Source: an optimization exercise on an open RTL-to-GDS flow (aim: a short achievable clock period and few clock cycles per item). Production flows keep margins and buffers that such runs may drop. Function was checked by simulation only, so behaviour that the tests miss may differ from the original. Power and IR drop assume default switching activity.

**config.mk**
```make
export PLATFORM = sky130hd
export DESIGN_NAME = sha256_byte_stream_hasher_unit
export DESIGN_NICKNAME = sha256_byte_stream_hasher_unit
export VERILOG_FILES = /design/flow/design.v
export SDC_FILE = /design/flow/constraint.sdc
export NUM_CORES = 4
export LEC_CHECK = 0
export CAP_MARGIN = 20
export CORE_MARGIN = 2
export CORE_UTILIZATION = 40
export PLACE_DENSITY = 0.45
export SLEW_MARGIN = 20
export SYNTH_HIERARCHICAL = 1
```
**constraint.sdc**
```tcl
create_clock -name core_clock -period 11.0 [get_ports {clk}]
set_input_delay 2.2000 -clock core_clock [delete_from_list [all_inputs] [get_ports {clk}]]
set_output_delay 2.2000 -clock core_clock [all_outputs]
set_load 0.01 [all_outputs]
```
**design.v**
```verilog
package sbh_pkg;
	localparam int NENG = 2;    
	function automatic logic [31:0] init_h(input logic [2:0] i);
		case (i)
			3'd0: init_h = 32'h6a09e667;
			3'd1: init_h = 32'hbb67ae85;
			3'd2: init_h = 32'h3c6ef372;
			3'd3: init_h = 32'ha54ff53a;
			3'd4: init_h = 32'h510e527f;
			3'd5: init_h = 32'h9b05688c;
			3'd6: init_h = 32'h1f83d9ab;
			default: init_h = 32'h5be0cd19;
		endcase
	endfunction
	function automatic logic [31:0] round_k(input logic [5:0] i);
		case (i)
			6'd0: round_k = 32'h428a2f98;
			6'd1: round_k = 32'h71374491;
			6'd2: round_k = 32'hb5c0fbcf;
			6'd3: round_k = 32'he9b5dba5;
			6'd4: round_k = 32'h3956c25b;
			6'd5: round_k = 32'h59f111f1;
			6'd6: round_k = 32'h923f82a4;
			6'd7: round_k = 32'hab1c5ed5;
			6'd8: round_k = 32'hd807aa98;
			6'd9: round_k = 32'h12835b01;
			6'd10: round_k = 32'h243185be;
			6'd11: round_k = 32'h550c7dc3;
			6'd12: round_k = 32'h72be5d74;
			6'd13: round_k = 32'h80deb1fe;
			6'd14: round_k = 32'h9bdc06a7;
			6'd15: round_k = 32'hc19bf174;
			6'd16: round_k = 32'he49b69c1;
			6'd17: round_k = 32'hefbe4786;
			6'd18: round_k = 32'h0fc19dc6;
			6'd19: round_k = 32'h240ca1cc;
			6'd20: round_k = 32'h2de92c6f;
			6'd21: round_k = 32'h4a7484aa;
			6'd22: round_k = 32'h5cb0a9dc;
			6'd23: round_k = 32'h76f988da;
			6'd24: round_k = 32'h983e5152;
			6'd25: round_k = 32'ha831c66d;
			6'd26: round_k = 32'hb00327c8;
			6'd27: round_k = 32'hbf597fc7;
			6'd28: round_k = 32'hc6e00bf3;
			6'd29: round_k = 32'hd5a79147;
			6'd30: round_k = 32'h06ca6351;
			6'd31: round_k = 32'h14292967;
			6'd32: round_k = 32'h27b70a85;
			6'd33: round_k = 32'h2e1b2138;
			6'd34: round_k = 32'h4d2c6dfc;
			6'd35: round_k = 32'h53380d13;
			6'd36: round_k = 32'h650a7354;
			6'd37: round_k = 32'h766a0abb;
			6'd38: round_k = 32'h81c2c92e;
			6'd39: round_k = 32'h92722c85;
			6'd40: round_k = 32'ha2bfe8a1;
			6'd41: round_k = 32'ha81a664b;
			6'd42: round_k = 32'hc24b8b70;
			6'd43: round_k = 32'hc76c51a3;
			6'd44: round_k = 32'hd192e819;
			6'd45: round_k = 32'hd6990624;
			6'd46: round_k = 32'hf40e3585;
			6'd47: round_k = 32'h106aa070;
			6'd48: round_k = 32'h19a4c116;
			6'd49: round_k = 32'h1e376c08;
			6'd50: round_k = 32'h2748774c;
			6'd51: round_k = 32'h34b0bcb5;
			6'd52: round_k = 32'h391c0cb3;
			6'd53: round_k = 32'h4ed8aa4a;
			6'd54: round_k = 32'h5b9cca4f;
			6'd55: round_k = 32'h682e6ff3;
			6'd56: round_k = 32'h748f82ee;
			6'd57: round_k = 32'h78a5636f;
			6'd58: round_k = 32'h84c87814;
			6'd59: round_k = 32'h8cc70208;
			6'd60: round_k = 32'h90befffa;
			6'd61: round_k = 32'ha4506ceb;
			6'd62: round_k = 32'hbef9a3f7;
			default: round_k = 32'hc67178f2;
		endcase
	endfunction
	function automatic logic [31:0] ror32(input logic [31:0] x, input int unsigned n);
		ror32 = (x >> n) | (x << (32 - n));
	endfunction
	function automatic logic [31:0] sig0(input logic [31:0] x);
		sig0 = ror32(x, 7) ^ ror32(x, 18) ^ (x >> 3);
	endfunction
	function automatic logic [31:0] sig1(input logic [31:0] x);
		sig1 = ror32(x, 17) ^ ror32(x, 19) ^ (x >> 10);
	endfunction
	function automatic logic [31:0] big0(input logic [31:0] x);
		big0 = ror32(x, 2) ^ ror32(x, 13) ^ ror32(x, 22);
	endfunction
	function automatic logic [31:0] big1(input logic [31:0] x);
		big1 = ror32(x, 6) ^ ror32(x, 11) ^ ror32(x, 25);
	endfunction
	function automatic logic [63:0] csa(input logic [31:0] x, input logic [31:0] y, input logic [31:0] z);
		logic [31:0] s, c;
		s = x ^ y ^ z;
		c = ((x & y) | (x & z) | (y & z)) << 1;
		csa = {c, s};
	endfunction
	function automatic logic [31:0] add32(input logic [31:0] x, input logic [31:0] y);
		logic [31:0] g, p, gn, pn, p0;
		g  = x & y;
		p  = x ^ y;
		p0 = p;
		for (int d = 1; d < 32; d = d * 2) begin
			gn = g;
			pn = p;
			for (int i = d; i < 32; i++) begin
				gn[i] = g[i] | (p[i] & g[i - d]);
				pn[i] = p[i] & p[i - d];
			end
			g = gn;
			p = pn;
		end
		add32 = p0 ^ {g[30:0], 1'b0};
	endfunction
	function automatic logic [31:0] add3(input logic [31:0] x, input logic [31:0] y, input logic [31:0] z);
		logic [63:0] cs;
		cs   = csa(x, y, z);
		add3 = add32(cs[31:0], cs[63:32]);
	endfunction
endpackage
import sbh_pkg::*;
module sbh_ctrl (
	input  logic        clk,
	input  logic        arst_n,
	input  logic        in_valid,
	output logic        in_ready,
	input  logic [7:0]  data_byte,
	input  logic        byte_valid,
	input  logic        last_byte,
	output logic        out_valid,
	input  logic        out_ready,
	output logic [31:0] digest_word,
	output logic [2:0]  word_index,
	output logic        last_word,
	output logic [sbh_pkg::NENG-1:0]     wr_en,
	output logic                         wr_byte,
	output logic                         wr_last,
	output logic [7:0]                   wr_data,
	input  logic [sbh_pkg::NENG-1:0]     ret,
	input  logic [sbh_pkg::NENG-1:0]     dg_full,
	input  logic [256*sbh_pkg::NENG-1:0] dg_all,
	output logic [sbh_pkg::NENG-1:0]     dg_take
);
	localparam int NE = sbh_pkg::NENG;
	logic [9:0] q_d [2];
	logic       q_wp, q_rp;
	logic [1:0] q_cnt, q_cnt_n;
	logic       in_ready_q;
	logic       push, pop, hv;
	logic [9:0] head;
	logic [NE-1:0] cur_q;    
	logic [2:0]    cr_q [NE];  
	logic [NE-1:0] cr_nz;
	logic          sendable, send;
	logic [NE-1:0] wr_en_q;
	logic          wr_byte_q, wr_last_q;
	logic [7:0]    wr_data_q;
	assign in_ready = in_ready_q;
	assign push     = in_valid & in_ready_q;
	assign hv       = (q_cnt != 2'd0);
	assign head     = q_d[q_rp];
	always_comb begin
		for (int k = 0; k < NE; k++) cr_nz[k] = (cr_q[k] != 3'd0);
	end
	assign sendable = hv & (head[8] | head[9]);
	assign send     = sendable & (|(cr_nz & cur_q));
	assign pop      = send | (hv & ~(head[8] | head[9]));
	assign q_cnt_n  = q_cnt + {1'b0, push} - {1'b0, pop};
	assign wr_en    = wr_en_q;
	assign wr_byte  = wr_byte_q;
	assign wr_last  = wr_last_q;
	assign wr_data  = wr_data_q;
	always_ff @(posedge clk) begin
		if (push) q_d[q_wp] <= {last_byte, byte_valid, data_byte};
		if (send) begin
			wr_byte_q <= head[8];
			wr_last_q <= head[9];
			wr_data_q <= head[7:0];
		end
	end
	always_ff @(posedge clk or negedge arst_n) begin
		if (!arst_n) begin
			q_wp       <= 1'b0;
			q_rp       <= 1'b0;
			q_cnt      <= '0;
			in_ready_q <= 1'b0;
			cur_q      <= NE'(1);
			wr_en_q    <= '0;
			for (int k = 0; k < NE; k++) cr_q[k] <= 3'd4;
		end else begin
			if (push) q_wp <= ~q_wp;
			if (pop)  q_rp <= ~q_rp;
			q_cnt      <= q_cnt_n;
			in_ready_q <= (q_cnt_n != 2'd2);
			if (pop && head[9]) cur_q <= {cur_q[NE-2:0], cur_q[NE-1]};
			wr_en_q <= send ? cur_q : '0;
			for (int k = 0; k < NE; k++) begin
				cr_q[k] <= cr_q[k] - {2'd0, send & cur_q[k]} + {2'd0, ret[k]};
			end
		end
	end
	logic [NE-1:0] feng_q;             
	logic [31:0]   bd_q [2][8];
	logic [1:0]    bv_q;
	logic          rp_q, wp_q;
	logic          ov_q;
	logic [2:0]    oidx_q, oidx_p1_q;
	logic          olast_q;
	logic [31:0]   ow_q;
	logic [255:0]  dsel;
	logic [31:0]   wsel;
	logic          fetch, adv, fire;
	logic [NE-1:0] dg_take_q;
	always_comb begin
		dsel = '0;
		for (int k = 0; k < NE; k++) begin
			dsel = dsel | (dg_all[256*k +: 256] & {256{feng_q[k]}});
		end
	end
	assign fetch   = ~bv_q[wp_q] & (|(dg_full & feng_q));
	assign dg_take = dg_take_q;
	always_comb begin
		if (!ov_q)        wsel = bd_q[rp_q][0];
		else if (olast_q) wsel = bd_q[~rp_q][0];
		else              wsel = bd_q[rp_q][oidx_p1_q];
	end
	assign fire = ov_q & out_ready;
	assign adv  = ov_q ? out_ready : bv_q[rp_q];
	assign out_valid   = ov_q;
	assign digest_word = ow_q;
	assign word_index  = oidx_q;
	assign last_word   = olast_q;
	always_ff @(posedge clk) begin
		if (fetch) begin
			for (int i = 0; i < 8; i++) bd_q[wp_q][i] <= dsel[255 - 32*i -: 32];
		end
	end
	always_ff @(posedge clk or negedge arst_n) begin
		if (!arst_n) begin
			feng_q    <= NE'(1);
			dg_take_q <= '0;
			bv_q      <= '0;
			rp_q      <= 1'b0;
			wp_q      <= 1'b0;
			ov_q      <= 1'b0;
			oidx_q    <= '0;
			oidx_p1_q <= 3'd1;
			olast_q   <= 1'b0;
			ow_q      <= '0;
		end else begin
			if (adv) ow_q <= wsel;
			dg_take_q <= fetch ? feng_q : '0;
			if (fetch) begin
				feng_q <= {feng_q[NE-2:0], feng_q[NE-1]};
				wp_q   <= ~wp_q;
			end
			if (!ov_q) begin
				if (bv_q[rp_q]) begin
					ov_q      <= 1'b1;
					oidx_q    <= '0;
					oidx_p1_q <= 3'd1;
					olast_q   <= 1'b0;
				end
			end else if (out_ready) begin
				if (olast_q) begin
					rp_q      <= ~rp_q;
					ov_q      <= bv_q[~rp_q];
					oidx_q    <= '0;
					oidx_p1_q <= 3'd1;
					olast_q   <= 1'b0;
				end else begin
					oidx_q    <= oidx_p1_q;
					oidx_p1_q <= oidx_p1_q + 3'd1;
					olast_q   <= (oidx_p1_q == 3'd7);
				end
			end
			for (int b = 0; b < 2; b++) begin
				if (fetch && wp_q == 1'(b))                       bv_q[b] <= 1'b1;
				else if (fire && olast_q && rp_q == 1'(b))        bv_q[b] <= 1'b0;
			end
		end
	end
endmodule
import sbh_pkg::*;
module sbh_dp (
	input  logic         clk,
	input  logic         arst_n,
	input  logic         wr_en,      
	input  logic         wr_byte,    
	input  logic         wr_last,    
	input  logic [7:0]   wr_data,
	output logic         ret,        
	output logic         dg_full,    
	output logic [255:0] dg_out,     
	input  logic         dg_take     
);
	logic [9:0]  iq_q [4];       
	logic [1:0]  iwp_q, irp_q;
	logic [2:0]  icnt_q;
	logic        ret_q;
	logic        iv_q, ib_q, il_q;   
	logic [7:0]  id_q;
	logic [9:0]  ihead;
	logic [7:0]  col_q [64];
	logic [6:0]  fill_q;         
	logic [54:0] blk_q;          
	logic [54:0] bp1_q;          
	logic [60:0] len_q;          
	logic        cvalid_q;       
	logic        cmark_q;        
	logic        clenf_q;        
	logic        cfinal_q;       
	logic [1:0]  fup_q;          
	logic        pvalid_q;
	logic        pfinal_q;
	logic [31:0] pw_q [16];
	logic        run_q;          
	logic [5:0]  cnt_q;
	logic [5:0]  kidx_q;         
	logic [31:0] kq_q;           
	logic        c61_q, c62_q, c63_q;
	logic        mrg_q;          
	logic        afold_q;        
	logic        afold2_q;       
	logic        ainit_q;        
	logic        first_q;        
	logic        cur_final_q;
	logic        fin_q;          
	logic [31:0] a_q, b_q, c_q;  
	logic [31:0] e_q, f_q, g_q;  
	logic [31:0] z_q, x_q, y_q;
	logic [31:0] kw_q, kx_q, ky_q, q_q;
	logic [31:0] hc_q [8];       
	logic [31:0] s37_q;          
	logic [31:0] w_q [16];
	logic [31:0] dg_q [8];
	logic        dg_full_q;
	logic can_prep, prep, take, xfer, iproc;
	assign can_prep = ~run_q & ~afold_q & ~afold2_q & (~fin_q | ~dg_full_q);
	assign prep     = can_prep & pvalid_q;
	assign take     = prep | (run_q & c63_q & mrg_q);
	assign xfer     = cvalid_q & (~pvalid_q | take);
	assign iproc    = iv_q & (~cvalid_q | (xfer & (fup_q == 2'd0)));
	assign ret      = ret_q;
	assign ihead    = iq_q[irp_q];
	assign iv_q     = (icnt_q != 3'd0);
	assign ib_q     = ihead[8];
	assign il_q     = ihead[9];
	assign id_q     = ihead[7:0];
	assign dg_full = dg_full_q;
	always_comb begin
		for (int i = 0; i < 8; i++) dg_out[255 - 32*i -: 32] = dg_q[i];
	end
	logic        s_cvalid, s_cmark, s_clenf, s_cfinal;
	logic [1:0]  s_fup;
	logic [6:0]  s_fill, n_fill;
	always_comb begin
		s_cvalid = cvalid_q;
		s_cmark  = cmark_q;
		s_clenf  = clenf_q;
		s_cfinal = cfinal_q;
		s_fup    = fup_q;
		s_fill   = fill_q;
		if (xfer) begin
			s_fill = 7'd0;
			if (fup_q != 2'd0) begin
				s_cvalid = 1'b1;
				s_cmark  = (fup_q == 2'd1);
				s_clenf  = 1'b1;
				s_cfinal = 1'b1;
				s_fup    = 2'd0;
			end else begin
				s_cvalid = 1'b0;
			end
		end
		n_fill = s_fill + {6'd0, ib_q};
	end
	logic [54:0] bp1_next;
	sbh_inc55 u_inc (.a(blk_q), .s(bp1_next));
	always_ff @(posedge clk) begin
		if (iproc && ib_q) begin
			col_q[cvalid_q ? 6'd0 : fill_q[5:0]] <= id_q;
		end
		if (wr_en) begin
			iq_q[iwp_q] <= {wr_last, wr_byte, wr_data};
		end
	end
	always_ff @(posedge clk or negedge arst_n) begin
		if (!arst_n) begin
			iwp_q    <= '0;
			irp_q    <= '0;
			icnt_q   <= '0;
			ret_q    <= 1'b0;
			fill_q   <= '0;
			blk_q    <= '0;
			bp1_q    <= 55'd1;
			len_q    <= '0;
			cvalid_q <= 1'b0;
			cmark_q  <= 1'b0;
			clenf_q  <= 1'b0;
			cfinal_q <= 1'b0;
			fup_q    <= '0;
		end else begin
			if (wr_en) iwp_q <= iwp_q + 2'd1;
			if (iproc) irp_q <= irp_q + 2'd1;
			icnt_q <= icnt_q + {2'd0, wr_en} - {2'd0, iproc};
			ret_q  <= iproc;
			bp1_q    <= bp1_next;
			cvalid_q <= s_cvalid;
			cmark_q  <= s_cmark;
			clenf_q  <= s_clenf;
			cfinal_q <= s_cfinal;
			fup_q    <= s_fup;
			fill_q   <= s_fill;
			if (iproc) begin
				fill_q <= n_fill;
				if (n_fill[6]) blk_q <= bp1_q;
				if (il_q) begin
					blk_q    <= '0;
					len_q    <= n_fill[6] ? {bp1_q, 6'd0} : {blk_q, n_fill[5:0]};
					cvalid_q <= 1'b1;
					if (n_fill[6]) begin
						cmark_q  <= 1'b0;
						clenf_q  <= 1'b0;
						cfinal_q <= 1'b0;
						fup_q    <= 2'd1;
					end else if (n_fill[5:3] == 3'b111) begin
						cmark_q  <= 1'b1;
						clenf_q  <= 1'b0;
						cfinal_q <= 1'b0;
						fup_q    <= 2'd2;
					end else begin
						cmark_q  <= 1'b1;
						clenf_q  <= 1'b1;
						cfinal_q <= 1'b1;
						fup_q    <= 2'd0;
					end
				end else if (n_fill[6]) begin
					cvalid_q <= 1'b1;
					cmark_q  <= 1'b0;
					clenf_q  <= 1'b0;
					cfinal_q <= 1'b0;
					fup_q    <= 2'd0;
				end
			end
		end
	end
	logic [63:0] bitlen;
	logic [7:0]  pb [64];
	assign bitlen = {len_q, 3'b000};
	always_comb begin
		for (int i = 0; i < 64; i++) begin
			if (7'(i) < fill_q)
				pb[i] = col_q[i];
			else if (cmark_q && fill_q == 7'(i))
				pb[i] = 8'h80;
			else if (clenf_q && i >= 56)
				pb[i] = bitlen[8*(63 - i) +: 8];
			else
				pb[i] = 8'h00;
		end
	end
	always_ff @(posedge clk) begin
		if (xfer) begin
			for (int j = 0; j < 16; j++) pw_q[j] <= {pb[4*j], pb[4*j+1], pb[4*j+2], pb[4*j+3]};
			pfinal_q <= cfinal_q;
		end
	end
	always_ff @(posedge clk or negedge arst_n) begin
		if (!arst_n) begin
			pvalid_q <= 1'b0;
		end else if (xfer) begin
			pvalid_q <= 1'b1;
		end else if (take) begin
			pvalid_q <= 1'b0;
		end
	end
	logic [31:0] e_new, z_new, a_new;
	sbh_eloop u_eloop (.e(e_q), .f(f_q), .g(g_q), .x(x_q), .y(y_q), .e_new(e_new), .z_new(z_new));
	sbh_aloop u_aloop (.a(a_q), .b(b_q), .c(c_q), .z(z_q), .a_new(a_new));
	logic [31:0] src [8];
	logic [31:0] s37_src;
	logic [31:0] k1w1;
	logic [31:0] x_next, y_next, kx_next, ky_next, kw_next, q_next, wnew;
	always_comb begin
		for (int i = 0; i < 8; i++) src[i] = first_q ? sbh_pkg::init_h(3'(i)) : hc_q[i];
	end
	assign s37_src = first_q ? (sbh_pkg::init_h(3'd3) + sbh_pkg::init_h(3'd7)) : s37_q;
	logic [31:0] x_run, x_idle_iv, x_idle_hc, y_run, y_idle;
	logic [31:0] kx61, kx62, ky61, ky62, ky63, kw_run, kw_blk, q_run, q_blk;
	sbh_add2 u_k1w1 (.a(pw_q[1]), .b(sbh_pkg::round_k(6'd1)), .s(k1w1));
	sbh_add2 u_xr (.a(g_q), .b(kx_q), .s(x_run));
	sbh_add2 u_xi (.a(pw_q[0]), .b(sbh_pkg::round_k(6'd0) + sbh_pkg::init_h(3'd7)), .s(x_idle_iv));
	sbh_add3 u_xh (.a(hc_q[7]), .b(pw_q[0]), .c(sbh_pkg::round_k(6'd0)), .s(x_idle_hc));
	assign x_next = ~idle ? x_run : first_q ? x_idle_iv : x_idle_hc;
	sbh_add3 u_yr (.a(b_q), .b(g_q), .c(ky_q), .s(y_run));
	sbh_add3 u_yi (.a(s37_src), .b(pw_q[0]), .c(sbh_pkg::round_k(6'd0)), .s(y_idle));
	assign y_next = idle ? y_idle : y_run;
	sbh_add2 u_kx61 (.a(kw_q), .b(hc_q[0]), .s(kx61));
	sbh_add3 u_kx62 (.a(hc_q[7]), .b(pw_q[0]), .c(sbh_pkg::round_k(6'd0)), .s(kx62));
	sbh_add2 u_ky61 (.a(kw_q), .b(hc_q[4]), .s(ky61));
	sbh_add3 u_ky62 (.a(s37_q), .b(pw_q[0]), .c(sbh_pkg::round_k(6'd0)), .s(ky62));
	sbh_add3 u_ky63 (.a(hc_q[2]), .b(pw_q[1]), .c(sbh_pkg::round_k(6'd1)), .s(ky63));
	always_comb begin
		if (psel)        kx_next = k1w1;
		else if (c61_q)  kx_next = kx61;
		else if (c62_q)  kx_next = kx62;
		else             kx_next = kw_q;
		if (idle)        ky_next = k1w1;
		else if (c61_q)  ky_next = ky61;
		else if (c62_q)  ky_next = ky62;
		else if (c63_q)  ky_next = ky63;
		else             ky_next = kw_q;
	end
	sbh_add2 u_kwr (.a(w_q[3]), .b(kq_q), .s(kw_run));
	sbh_add2 u_kwb (.a(pw_q[2]), .b(sbh_pkg::round_k(6'd2)), .s(kw_blk));
	assign kw_next = psel ? kw_blk : kw_run;
	sbh_add3 u_qr (.a(w_q[10]), .b(sbh_pkg::sig0(w_q[2])), .c(w_q[1]), .s(q_run));
	sbh_add3 u_qb (.a(pw_q[9]), .b(sbh_pkg::sig0(pw_q[1])), .c(pw_q[0]), .s(q_blk));
	assign q_next = psel ? q_blk : q_run;
	sbh_add2 u_wnew (.a(sbh_pkg::sig1(w_q[14])), .b(q_q), .s(wnew));
	logic [31:0] fa1, fa2, fa3, fa5, fa6, fa7, s37_next;
	sbh_add2 u_fa1 (.a(a_q), .b(hc_q[1]), .s(fa1));
	sbh_add2 u_fa2 (.a(b_q), .b(hc_q[2]), .s(fa2));
	sbh_add2 u_fa3 (.a(c_q), .b(hc_q[3]), .s(fa3));
	sbh_add2 u_fa5 (.a(e_q), .b(hc_q[5]), .s(fa5));
	sbh_add2 u_fa6 (.a(f_q), .b(hc_q[6]), .s(fa6));
	sbh_add2 u_fa7 (.a(g_q), .b(hc_q[7]), .s(fa7));
	sbh_add2 u_s37 (.a(hc_q[3]), .b(hc_q[7]), .s(s37_next));
	always_ff @(posedge clk or negedge arst_n) begin
		if (!arst_n) begin
			run_q       <= 1'b0;
			cnt_q       <= '0;
			kidx_q      <= '0;
			kq_q        <= '0;
			c61_q       <= 1'b0;
			c62_q       <= 1'b0;
			c63_q       <= 1'b0;
			mrg_q       <= 1'b0;
			afold_q     <= 1'b0;
			afold2_q    <= 1'b0;
			ainit_q     <= 1'b0;
			first_q     <= 1'b1;
			cur_final_q <= 1'b0;
			fin_q       <= 1'b0;
			dg_full_q   <= 1'b0;
		end else begin
			ainit_q <= prep;
			afold_q <= run_q & c63_q;
			afold2_q <= afold_q;
			if (prep) begin
				run_q       <= 1'b1;
				cnt_q       <= 6'd0;
				kidx_q      <= 6'd4;
				kq_q        <= sbh_pkg::round_k(6'd3);
				c61_q       <= 1'b0;
				c62_q       <= 1'b0;
				c63_q       <= 1'b0;
				cur_final_q <= pfinal_q;
				first_q     <= 1'b0;
			end else if (run_q) begin
				cnt_q  <= cnt_q + 6'd1;
				kidx_q <= kidx_q + 6'd1;
				kq_q   <= sbh_pkg::round_k(kidx_q);
				c61_q  <= (cnt_q == 6'd60);
				c62_q  <= (cnt_q == 6'd61);
				c63_q  <= (cnt_q == 6'd62);
				if (c62_q) begin
					mrg_q <= pvalid_q & ~cur_final_q;
				end
				if (c63_q) begin
					mrg_q  <= 1'b0;
					kidx_q <= 6'd4;
					kq_q   <= sbh_pkg::round_k(6'd3);
					if (mrg_q) begin
						cur_final_q <= pfinal_q;
					end else begin
						run_q <= 1'b0;
						if (cur_final_q) begin
							first_q <= 1'b1;
							fin_q   <= 1'b1;
						end
					end
				end
			end
			if (fin_q && !afold_q && !dg_full_q) begin
				fin_q     <= 1'b0;
				dg_full_q <= 1'b1;
			end else if (dg_take) begin
				dg_full_q <= 1'b0;
			end
		end
	end
	logic idle, psel, hcld;
	assign idle = ~run_q;
	assign psel = ~run_q | c63_q;     
	assign hcld = ~run_q & ~afold_q & (~fin_q | ~dg_full_q);
	always_ff @(posedge clk) begin
		z_q <= z_new;
		if (idle) begin
			e_q <= src[4];
			f_q <= src[5];
			g_q <= src[6];
		end else begin
			e_q <= e_new;
			f_q <= c63_q ? fa5 : e_q;
			g_q <= c63_q ? fa6 : f_q;
		end
		if (afold_q) begin
			a_q <= a_new;
			b_q <= fa1;
			c_q <= fa2;
		end else if (ainit_q) begin
			a_q <= hc_q[0];
			b_q <= a_q;
			c_q <= b_q;
		end else if (run_q) begin
			a_q <= a_new;
			b_q <= a_q;
			c_q <= b_q;
		end else begin
			a_q <= src[1];
			b_q <= src[2];
			c_q <= src[3];
		end
		if (hcld) begin
			for (int i = 0; i < 8; i++) hc_q[i] <= src[i];
		end else begin
			if (run_q && c63_q) begin
				hc_q[4] <= e_new;
				hc_q[5] <= fa5;
				hc_q[6] <= fa6;
				hc_q[7] <= fa7;
			end
			if (afold_q) begin
				hc_q[0] <= a_new;
				hc_q[1] <= fa1;
				hc_q[2] <= fa2;
				hc_q[3] <= fa3;
			end
		end
		s37_q <= s37_next;
		x_q  <= x_next;
		y_q  <= y_next;
		kx_q <= kx_next;
		ky_q <= ky_next;
		kw_q <= kw_next;
		q_q  <= q_next;
		if (psel) begin
			for (int j = 0; j < 16; j++) w_q[j] <= pw_q[j];
		end else begin
			for (int j = 0; j < 15; j++) w_q[j] <= w_q[j + 1];
			w_q[15] <= wnew;
		end
		if (fin_q && !afold_q && !dg_full_q) begin
			for (int i = 0; i < 8; i++) dg_q[i] <= hc_q[i];
		end
	end
endmodule
module sbh_eloop (
	input  logic [31:0] e, f, g, x, y,
	output logic [31:0] e_new, z_new
);
	logic [31:0] s1, chv;
	assign s1    = sbh_pkg::big1(e);
	assign chv   = (e & f) ^ (~e & g);
	assign e_new = sbh_pkg::add3(y, s1, chv);
	assign z_new = sbh_pkg::add3(x, s1, chv);
endmodule
module sbh_aloop (
	input  logic [31:0] a, b, c, z,
	output logic [31:0] a_new
);
	logic [31:0] s0, mj;
	assign s0    = sbh_pkg::big0(a);
	assign mj    = (a & b) ^ (a & c) ^ (b & c);
	assign a_new = sbh_pkg::add3(z, s0, mj);
endmodule
module sbh_add2 (
	input  logic [31:0] a, b,
	output logic [31:0] s
);
	assign s = sbh_pkg::add32(a, b);
endmodule
module sbh_add3 (
	input  logic [31:0] a, b, c,
	output logic [31:0] s
);
	assign s = sbh_pkg::add3(a, b, c);
endmodule
module sbh_inc55 (
	input  logic [54:0] a,
	output logic [54:0] s
);
	assign s = a + 55'd1;
endmodule
import sbh_pkg::*;
module sha256_byte_stream_hasher_unit (
	input  logic        clk,
	input  logic        arst_n,
	input  logic        in_valid,
	output logic        in_ready,
	input  logic [7:0]  data_byte,
	input  logic        byte_valid,
	input  logic        last_byte,
	output logic        out_valid,
	input  logic        out_ready,
	output logic [31:0] digest_word,
	output logic [2:0]  word_index,
	output logic        last_word
);
	localparam int NE = sbh_pkg::NENG;
	logic [NE-1:0]     wr_en;
	logic              wr_byte, wr_last;
	logic [7:0]        wr_data;
	logic [NE-1:0]     ret, dg_full, dg_take;
	logic [256*NE-1:0] dg_all;
	sbh_ctrl u_ctrl (
		.clk         (clk),
		.arst_n      (arst_n),
		.in_valid    (in_valid),
		.in_ready    (in_ready),
		.data_byte   (data_byte),
		.byte_valid  (byte_valid),
		.last_byte   (last_byte),
		.out_valid   (out_valid),
		.out_ready   (out_ready),
		.digest_word (digest_word),
		.word_index  (word_index),
		.last_word   (last_word),
		.wr_en       (wr_en),
		.wr_byte     (wr_byte),
		.wr_last     (wr_last),
		.wr_data     (wr_data),
		.ret         (ret),
		.dg_full     (dg_full),
		.dg_all      (dg_all),
		.dg_take     (dg_take)
	);
	for (genvar k = 0; k < NE; k++) begin : g_eng
		sbh_dp u_dp (
			.clk     (clk),
			.arst_n  (arst_n),
			.wr_en   (wr_en[k]),
			.wr_byte (wr_byte),
			.wr_last (wr_last),
			.wr_data (wr_data),
			.ret     (ret[k]),
			.dg_full (dg_full[k]),
			.dg_out  (dg_all[256*k +: 256]),
			.dg_take (dg_take[k])
		);
	end
endmodule
```
**flow/run.sh**
```bash
#!/bin/bash
set -eo pipefail
bash standard.sh synth > synth.log 2>&1
bash standard.sh SETUP_SLACK_MARGIN=6.6 finish > layout.log 2>&1
```
**standard.sh**
```bash
#!/bin/bash
# synth_recipe.tcl (not shown) runs the flow's synth.tcl, then flattens the netlist and writes it again
# the make line also repeats each setting of config.mk as NAME=value (left out here)
make -C /OpenROAD-flow-scripts/flow DESIGN_CONFIG=/design/flow/config.mk WORK_HOME=/design/flow/orfs CLKGATE_MAP_FILE= SYNTH_SCRIPT=/design/flow/synth_recipe.tcl "${@:-finish}"
```
==> impl_metrics.yaml <==
logic_synthesis:
  synth-xor-area-share: 0.0553
  synth_cell_type_count: 125
  synth_edf_count: 3696
  syn_avg_cell_area_um2: 10.2
  synth_area_um2: 345000
  synth_warnings: 137
  ys_ff_latch: 6113
  synthSimpleGateAreaFrac: 0.150
  muxShareOfSynthArea: 0.0336
  synthCells: 33863
  synthArstFlopShare: 0.0918
  synth_top_flop_cell: "edfxtp_1"
  synth_compound_area_frac: 0.153
  synth-seq-area-share: 0.470
  synth_fa_ha_area_frac: 0.104
  synth_top_family_by_area: "compound AO/OA/AOI/OAI gates"
grt:
  antenna_found_initial: 177
  grt_max_degree: 167
  grt-ovfl-total: 0
  grt.total_usage: 0.338
  grt_pass1_vias: 256211
  grt_pass1_wl_um: 2090000
sta:
  clock_skew_ps: 109
  setup_viol: 0
  setup-tns-final_ps: 0
  hold_slack_ps: 350
  worst_slack_ps: 6570
  tightest_slew_ps: 1260
  slew_headroom: 0.160
  hold_viol: 0
  period_needed_ps: 4430
  drv_slew: 0
  finalCritPeriodShare: 0.402
  fmaxAchievable_mhz: 226
  rsz0062_at_grt: "true"
worst_setup_path:
  cp_slowest_cell: "nor2_1"
  reg2reg_setup_slack_ps: 6570
  path_class: "reg -> reg"
  crit_fanout: 13
  r2r_start: "g_eng[1].u_dp.irp_q[0]"
  critPathBufInv: 0
  cp_data_arrival_time_ps: 5210
  cp.required_ps: 11780
  slowest_delay_ps: 1130
  path_delay_family: "simple AND/OR/NAND/NOR gates"
  timing.rr.end: "g_eng[1].u_dp.col_q[34][3]"
  worst_setup_path_start_kind: "flop"
  crit_path_frequent_cell: "nor2_1"
  r2r_cells: 5
  end_kind: "flop"
  path_cells: "mux4_2, o311ai_0, nor2_1, nand3b_1, nor2_1"
die:
  num_rows: 341
  fp.dieW_um: 933
  die-height_um: 933
  io_pins: 52
  core_um2: 861000
  dieArea_um2: 871000
  initial_core_util: 0.401
placed_design:
  dp_slack_ps: 5280
  place_congestion: 0.968
  dp_hpwl_um: 1170000
  port_buffers: 51
worst_hold_path:
  min_to: "g_eng[0].u_dp.w_q[5][15]"
  min_path_cells: 2
  min_path_type: "reg -> reg"
  min_from: "g_eng[0].u_dp.w_q[6][15]"
power:
  leakage_nw: 152
  ir_drop_mv: 0.191
  power_mw: 54.2
  p_per_area_nw_per_um2: 141
clock_tree:
  ctsHtreeMaxLevel: 6
  cts_tree: "built"
  clk_latency_ps: 1220
  cts_hold_buf: 0
  cts_buffers: 700
  cts.reportedPaths.clkPinSlew_ps: 60
  cts_root_buf: "clkbuf_16"
  clkSinkCount: 6113
  clockBufferDepth: 4
routing:
  met3WireLength_um: 116000
  dr_wl_met2_um: 653000
  avgRoutedWirePerCell_um: 33.1
  detail-route-antenna-nets: 0
  first_iter_violations: 31528
  vias: 270917
  highest_layer: "met5"
  drt_wl_total_um: 1530000
  drcViolationCount: 0
  vias_per_cell: 5.87
  dr.pass1.iters: 8
  m1WireLength_um: 674000
final_layout:
  finalNetCount: 36412
  area.growth.synth_to_final_pct: 11.2
  drive_above_1_share: 0.0815
  nFillCells: 82402
flow_run:
  cap_viol_max_count: 0
run_status:
  outcome: "finished clean"
[cells in the final DEF, fill, tap and decap left out, types with 102 or more instances in the layout]
cell and instances:
buf_4 468, a21oi_1 1895, clkbuf_8 102, o21ai_0 1891
o22ai_1 117, ha_1 1681, mux2_2 228, o21a_1 108
nand3_1 555, clkbuf_16 711, o21ai_1 128, a21o_1 860
xnor2_1 1380, nor2b_1 641, nand2_1 5895, dfxtp_1 1804
nor2_1 1648, a21oi_2 145, fa_1 742, and2_1 504
dfrtp_1 513, nand4_1 387, a211oi_1 252, mux2i_1 714
and3_1 215, o211ai_1 167, inv_1 1129, o21bai_1 177
a22o_1 514, nor3_1 411, a31oi_1 401, xor2_1 788
nand2b_1 191, clkinv_2 111, conb_1 518, a22oi_1 109
edfxtp_1 3696, or3_1 145, clkbuf_1 173
[Yosys stat by module (local to each module, per instance), excerpt]
module | cell area (µm²) | copies in the design | flops+latches
sbh_dp | 102000 | 2 | 2754
sbh_ctrl | 26900 | 1 | 605
sbh_eloop | 6150 | 2 | 0
sbh_aloop | 3550 | 2 | 0
sbh_add3 | 2450 | 16 | 0
sbh_add2 | 1780 | 30 | 0
sbh_inc55 | 1130 | 2 | 0
[worst min-delay path: stages, from the launching register on]
cell     delay [ps]
dfxtp_1         310
nand2_1          50
nand2_1          40
[sequential cells by signal, summed over array words and instances (netlist names), 80 cells and up]
register and cells:
g_eng.u_dp.col_q 1024, g_eng.u_dp.pw_q 1024, g_eng.u_dp.w_q 960, g_eng.u_dp.dg_q 512
g_eng.u_dp.hc_q 512, u_ctrl.bd_q 512, g_eng.u_dp.len_q 122, g_eng.u_dp.blk_q 110
g_eng.u_dp.bp1_q 110, g_eng.u_dp.iq_q 80
[what timing repair did]
action	in CTS	in global routing
cloned	6	2
setup buffers	26	68
pin swaps	5	9
endpoints found under the setup margin	1029	497
hold endpoints to repair	0	0
resized for setup	105	105
[worst max path at each step]
stage	from	slack [ps]	endpoint	cells after the start
floorplan	g_eng[0].u_dp.afold_q	3490	g_eng[0].u_dp.dg_q[0][0]	2
global placement	g_eng[1].u_dp.run_q	5320	g_eng[1].u_dp.pw_q[12][1]	8
detailed placement	g_eng[1].u_dp.run_q	5280	g_eng[1].u_dp.pw_q[11][4]	8
CTS	g_eng[1].u_dp.irp_q[0]	6590	g_eng[1].u_dp.col_q[26][2]	5
global route	g_eng[1].u_dp.irp_q[0]	6510	g_eng[1].u_dp.col_q[26][2]	5
finish	g_eng[1].u_dp.irp_q[0]	6570	g_eng[1].u_dp.col_q[34][3]	5
[power breakdown]
part           leakage, nW  switching (mW)  internal (mW)
Combinational         85.9            3.40           1.82
Clock                 11.4            10.5           13.5
Sequential            55.1           0.686           24.4
[metal layers]
| layer | GRT usage | up-vias |
|---|---|---|
| met5 | 0 | - |
| li1 | - | 121197 |
| met3 | 0.0539 | 2098 |
| met4 | 0.154 | 46 |
| met1 | 0.482 | 136416 |
| met2 | 0.505 | 11160 |
[synth_stat cells, types with 416 or more instances]
cell / number / area, µm²
clkbuf_1: 1162 / 4360
edfxtp_1: 3696 / 111000
dfrtp_1: 552 / 13800
nor3_1: 416 / 2080
nand2_1: 5900 / 22100
ha_1: 1683 / 21100
dfxtp_1: 1856 / 37200
xor2_1: 792 / 6940
nand3_1: 557 / 2790
o21ai_0: 1908 / 9550
inv_1: 1132 / 4250
and2_1: 506 / 3170
nor2b_1: 645 / 4040
nor2_1: 1665 / 6250
a22o_1: 515 / 4510
a21o_1: 860 / 6460
mux2i_1: 718 / 7190
fa_1: 742 / 14900
a21oi_1: 1906 / 9540
xnor2_1: 1388 / 12200
[stage by stage]
step                utilization  std cells  cell area (µm²)
detailed placement        0.416      44657           359000
global placement          0.416      44656           359000
CTS                       0.444      46004           383000
finish                    0.446      46154           384000
global route              0.446      46105           384000
floorplan                     -      34377           347000
[kinds of logic (layout without fill, tap and decap cells)]
kind of cell,Yosys count,in the layout
and+or+nand+nor,11272,11273
AOI/OAI and AO/OA,7974,7975
DFF,6113,6113
buffers and inverters,2845,3052
adders and majority gates,2437,2437
xor gates and xnor gates,2180,2180
muxes,1038,1038
other,4,596
[final cells by class]
type,instances,area (µm²),area share
inverters,1150,4370,0.0114
flip-flops and latches,6113,162000,0.423
multi-input cells,25421,174000,0.453
diodes,78,195,0.000508
well taps,11490,14400,0.0374
repair buffers,584,5240,0.0136
clock inverters,329,3670,0.00955
repair inverters,3,28.8,0.0000749
clock buffers,986,19800,0.0516
Testbench counts, summed over its fixed seeds: cycles 31,437, bytes 30,063.

-- re-timing with driven ports --
How much do the figures lean on ideal ports? The routed layout below was timed once more, with nothing changed but the port constraints. Step 1 (the two cells are an assumption about what drives the block):
set clk [get_ports {clk}]
set_driving_cell -lib_cell sky130_fd_sc_hd__clkbuf_16 $clk
set_driving_cell -lib_cell sky130_fd_sc_hd__buf_2 [delete_from_list [all_inputs] $clk]
Step 2 times the ports against the registers' clock, not the clock port: input delays grow and output delays shrink by t, the midpoint of the rising clock arrivals with the driver on. Three values: ideal ports, drivers, drivers and shift; two values: the first two.
t (ns): 1.325
setup slack, ns: 6.573 / 6.499 / 6.330
worst setup path at the end: input, reset recovery
latest minus earliest clock arrival (ns): 0.124 / 0.123
After both steps setup and hold are still met in this run. The setup slack of this run moves by -0.074 ns with the drivers and by -0.243 ns with both steps. The worst setup slack also covers recovery checks on asynchronous resets.
